From an optimization exercise on the open Yosys and OpenROAD flow, aimed at small area, a short achievable clock period and few clock cycles per item; shortcuts taken in it are not production practice.
Only simulation tests tie the RTL to the original design; equivalence was not proved.
Power figures rest on the tool's default switching activity, not on a simulated workload.

Setup of maple:
==> flow/design.v (excerpt) <==
module npu_top #(
    parameter int N = 4
) (
    input  logic                  i_clk,
    input  logic                  i_rst_n,
    input  logic                  i_map_sop,
    input  logic                  i_map_eop,
    input  logic                  i_map_vld,
    input  logic [31:0]           i_map_data,
    input  logic                  i_weight_sop,
    input  logic                  i_weight_eop,
    input  logic                  i_weight_vld,
    input  logic [31:0]           i_weight_data,
    input  logic                  i_rd_sop,
    input  logic [$clog2(N)-1:0]  i_rd_col,
    output logic                  o_save_finish,
    output logic                  o_rd_vld,
    output logic                  o_rd_eop,
    output logic [15:0]           o_rd_data
);
    logic [7:0]        map_we;
    logic [7:0]        weight_we;
    logic              map_loaded;
    logic              weight_loaded;
    logic              map_done;
    logic              weight_done;
    logic              start;
    logic [3:0]        row_sel;
    logic [3:0]        col_sel;
    logic              wb;
    logic [3:0]        wb_slot;
    logic              copy;
    logic [15:0][15:0] a_mem;
    logic [15:0][15:0] b_mem;
    logic [3:0]        a_next_sel;
    logic [3:0][15:0]  a_next;
    logic [31:0]       a_one;
    logic [31:0]       a_two;
    logic [31:0]       a_neg;
    logic [3:0][15:0]  b_col;
    logic [15:0]       dot;
    logic [15:0]       dot_next;
    logic [15:0]       a_wdata_lo;
    logic [15:0]       a_wdata_hi;
    logic [15:0][15:0] c_new;
    operand_loader u_map_loader (
        .i_clk     (i_clk),
        .i_rst_n   (i_rst_n),
        .i_vld     (i_map_vld),
        .i_sop     (i_map_sop),
        .i_eop     (i_map_eop),
        .i_consume (start),
        .o_we      (map_we),
        .o_loaded  (map_loaded),
        .o_done    (map_done)
    );
    operand_loader u_weight_loader (
        .i_clk     (i_clk),
        .i_rst_n   (i_rst_n),
        .i_vld     (i_weight_vld),
  ...
==> flow/config.mk <==
export PLATFORM = sky130hd
export DESIGN_NAME = npu_top
export DESIGN_NICKNAME = npu_top
export VERILOG_FILES = /design/flow/design.v
export SDC_FILE = /design/flow/constraint.sdc
export NUM_CORES = 4
export LEC_CHECK = 0
export CAP_MARGIN = 20
export CORE_MARGIN = 2
export CORE_UTILIZATION = 40
export CTS_CLUSTER_DIAMETER = 100
export CTS_CLUSTER_SIZE = 24
export PLACE_DENSITY = 0.7
export SETUP_SLACK_MARGIN = 5
export SLEW_MARGIN = 20
==> flow/constraint.sdc <==
create_clock -name core_clock -period 8.0 [get_ports {i_clk}]
set_input_delay 1.6000 -clock core_clock [delete_from_list [all_inputs] [get_ports {i_clk}]]
set_output_delay 1.6000 -clock core_clock [all_outputs]
set_load 0.01 [all_outputs]
run.sh (not shown) runs the stock make flow with config.mk's settings and CLKGATE_MAP_FILE= SYNTH_SCRIPT=/design/flow/synth_recipe.tcl, a recipe that flattens the netlist after the stock synthesis.
Testbench counts of maple, summed over its fixed seeds: cycles 12,544, items 320.
[inputs] tundra vs maple
- a deleted PLACE_DENSITY that had been 0.7
- a change of CORE_UTILIZATION from 40 to 45
Results
- tundra: full flow OK, the timing, design-rule and antenna checks passed
- In the reports for tundra and maple, the smaller count of non-CTS buffers in the layout belongs to maple.
- Overflow left after global routing: maple vs tundra — no meaningful difference
- Going from maple to tundra, sequential share of layout area down 0.17 points, final-layout worst hold slack went up by 0.0032 ns, proportion of power drawn by combinational gates higher.
- Going from maple to tundra, count of clock buffers in the final design about even, via count fell 420, worst slew margin relative to its limit moved down.
- maple -> tundra: number of buffers created by CTS increased slightly
- Summary of tundra over maple: total routed wirelength rose by about 1.8%, post-route clock period utilization has remained practically unchanged.
Edits applied to the flow inputs when going from tundra to raven:
- ABC_AREA: unset -> 1
- CORE_UTILIZATION: 45 -> 40
### Flow results
raven ends up with lower clock-buffer cell count than tundra does. Instance count of the mapped netlist is higher on raven. Comparing cell area after synthesis for tundra and raven, the smaller number came from tundra. [raven] part of the power in the clock network fell 1.8 points relative to tundra. tundra ended up with met5 as its top layer reached by signal wires; raven ended up with met4.
--- input diff raven..lagoon ---
- ABC_AREA: 1 -> unset
- SLEW_MARGIN: 20 -> 10
- CAP_MARGIN: 20 -> 10
Results
Power per standard cell area (lagoon vs. raven) decreases by a little under 10%
Compared raven against lagoon; power in the clock group within noise.
Against raven as the reference, lagoon delivers a lower total number of vias.
The post-route cell area of lagoon was superior to that of raven.
lagoon vs. raven: global-route usage moved down; leakage dissipation moved down.
Inputs modified between lagoon and indigo:
- changing CAP_MARGIN from 10 to 20
- changing SLEW_MARGIN from 10 to 20
- removing CTS_CLUSTER_DIAMETER (formerly 100)
- removing CTS_CLUSTER_SIZE (formerly 24)
- changing CORE_UTILIZATION from 40 to 55
Notes after the runs:
indigo finished all stages; the layout is clean.
lagoon → indigo: global-route usage shows an increase of 9.0 points; routed wire length dropped about 0.7%; multi-input logic cell count did not really move; static leakage power picked up an extra 1.1 nW; proportion of cell area spent on the clock network climbed 3.6 points.
Compared with lagoon, in indigo met3 wire length now larger, utilization has increased, first-iteration DRC count picked up an extra 153, total power of the final layout increased by about 10% relative to the old numbers, detailed-route via count went up 1.9%.

== before ==
npu_top again, from the RTL that the note above started with.
Settings: LEC_CHECK=0, CAP_MARGIN=20, CORE_MARGIN=2, CORE_UTILIZATION=40, CTS_CLUSTER_DIAMETER=100, CTS_CLUSTER_SIZE=24, SETUP_SLACK_MARGIN=5, SLEW_MARGIN=20; clock period 8.0 ns.
Testbench counts of before, summed over its fixed seeds: cycles 12,544, items 320.
Input-level comparison between after and before:
Settings: CTS_CLUSTER_SIZE no longer set, was 24; CTS_CLUSTER_DIAMETER no longer set, was 100.
==> results.txt <==
Looking at wire length across after and before, the one that comes out lower is before. Lower global-route total usage across every layer among after and before: before. Delta(post-route cell area, after - before) > 0. after against before: fraction of area in multi-input gates decreased by 1.1 points relative to the old numbers, final-layout clock buffer total increased by 65% relative to the old numbers, share of total power in combinational logic decreased by 4.4 points relative to the old numbers, number of gates resized after cts increased by 2.8% relative to the old numbers. Delta (after minus before): non-clock buffer count barely changed, final weighted congestion in routability-driven placement held, proportion of layout cells with a drive suffix above 1 picked up an extra 2.2 points.

Another version of the RTL of npu_top (not shown whole).
Size in the first run: roughly 0.049 mm2 of cells after synthesis.
clock: 8.0 ns
lec_check: 0
cap_margin: 20
core_margin: 2
core_utilization: 40
cts_buf_list: sky130_fd_sc_hd__clkbuf_8
setup_slack_margin: 5
slew_margin: 20
Testbench counts at the start, summed over its fixed seeds: cycles 12,544, items 320.
Next try:
CTS_BUF_LIST = not set   (was sky130_fd_sc_hd__clkbuf_8)
Result: The new run finished with timing, DRC and antenna clean. Power goes up by a few percent. Die area is unchanged. Global-route usage goes down by 0.20 points. Setup slack improved by 40 ps. Final cell count goes down by a few percent. Via count goes down slightly.

what the ideal ports hide:
The flow's constraints put no driver on any port. The routed layouts listed below were extracted and timed again, unchanged, in two steps.
Step 1 assumes that a clkbuf_16 drives the clock port and a buf_2 every other input.
Step 2 moves the port delays by t, midway between the first and last clock arrival at a register: inputs arrive t later, outputs are due t later. That takes back most of the time a late clock gives input paths.
Three values: no drivers, after step 1, after step 2; two values: the first two.
run | shift t [ns] | slack for setup (ns) | hold slack, ns | worst setup path after step 2 | pins driven straight from the clock port
maple | 0.721 | 4.945 / 4.945 / 4.321 | 0.336 / 0.336 / 0.336 | input to register | 1
tundra | 0.728 | 4.938 / 4.983 / 4.256 | 0.339 / 0.339 / 0.339 | input to register | 1
raven | 0.751 | 5.037 / 4.965 / 4.386 | 0.350 / 0.350 / 0.350 | input to register | 1
lagoon | 0.746 | 5.007 / 4.987 / 4.361 | 0.341 / 0.341 / 0.341 | input to register | 1
indigo | 0.766 | 4.958 / 4.967 / 4.242 | 0.329 / 0.329 / 0.329 | input to register | 1
before | 0.734 | 5.031 / 4.974 / 4.374 | 0.342 / 0.342 / 0.342 | input to register | 1
after | 0.760 | 5.023 / 4.974 / 4.333 | 0.328 / 0.328 / 0.328 | input to register | 1
the first run of note 3 | 0.929 | 4.967 / 4.936 / 4.088 | 0.319 / 0.319 / 0.319 | input to register | 1
the second run of note 3 | 0.763 | 5.008 / 4.961 / 4.302 | 0.331 / 0.331 / 0.331 | input to register | 1
After both steps setup and hold are still met in every run listed. For the first run of note 3, which loses most, drivers alone change the setup slack by -0.031 ns; drivers and shift together by -0.879 ns.
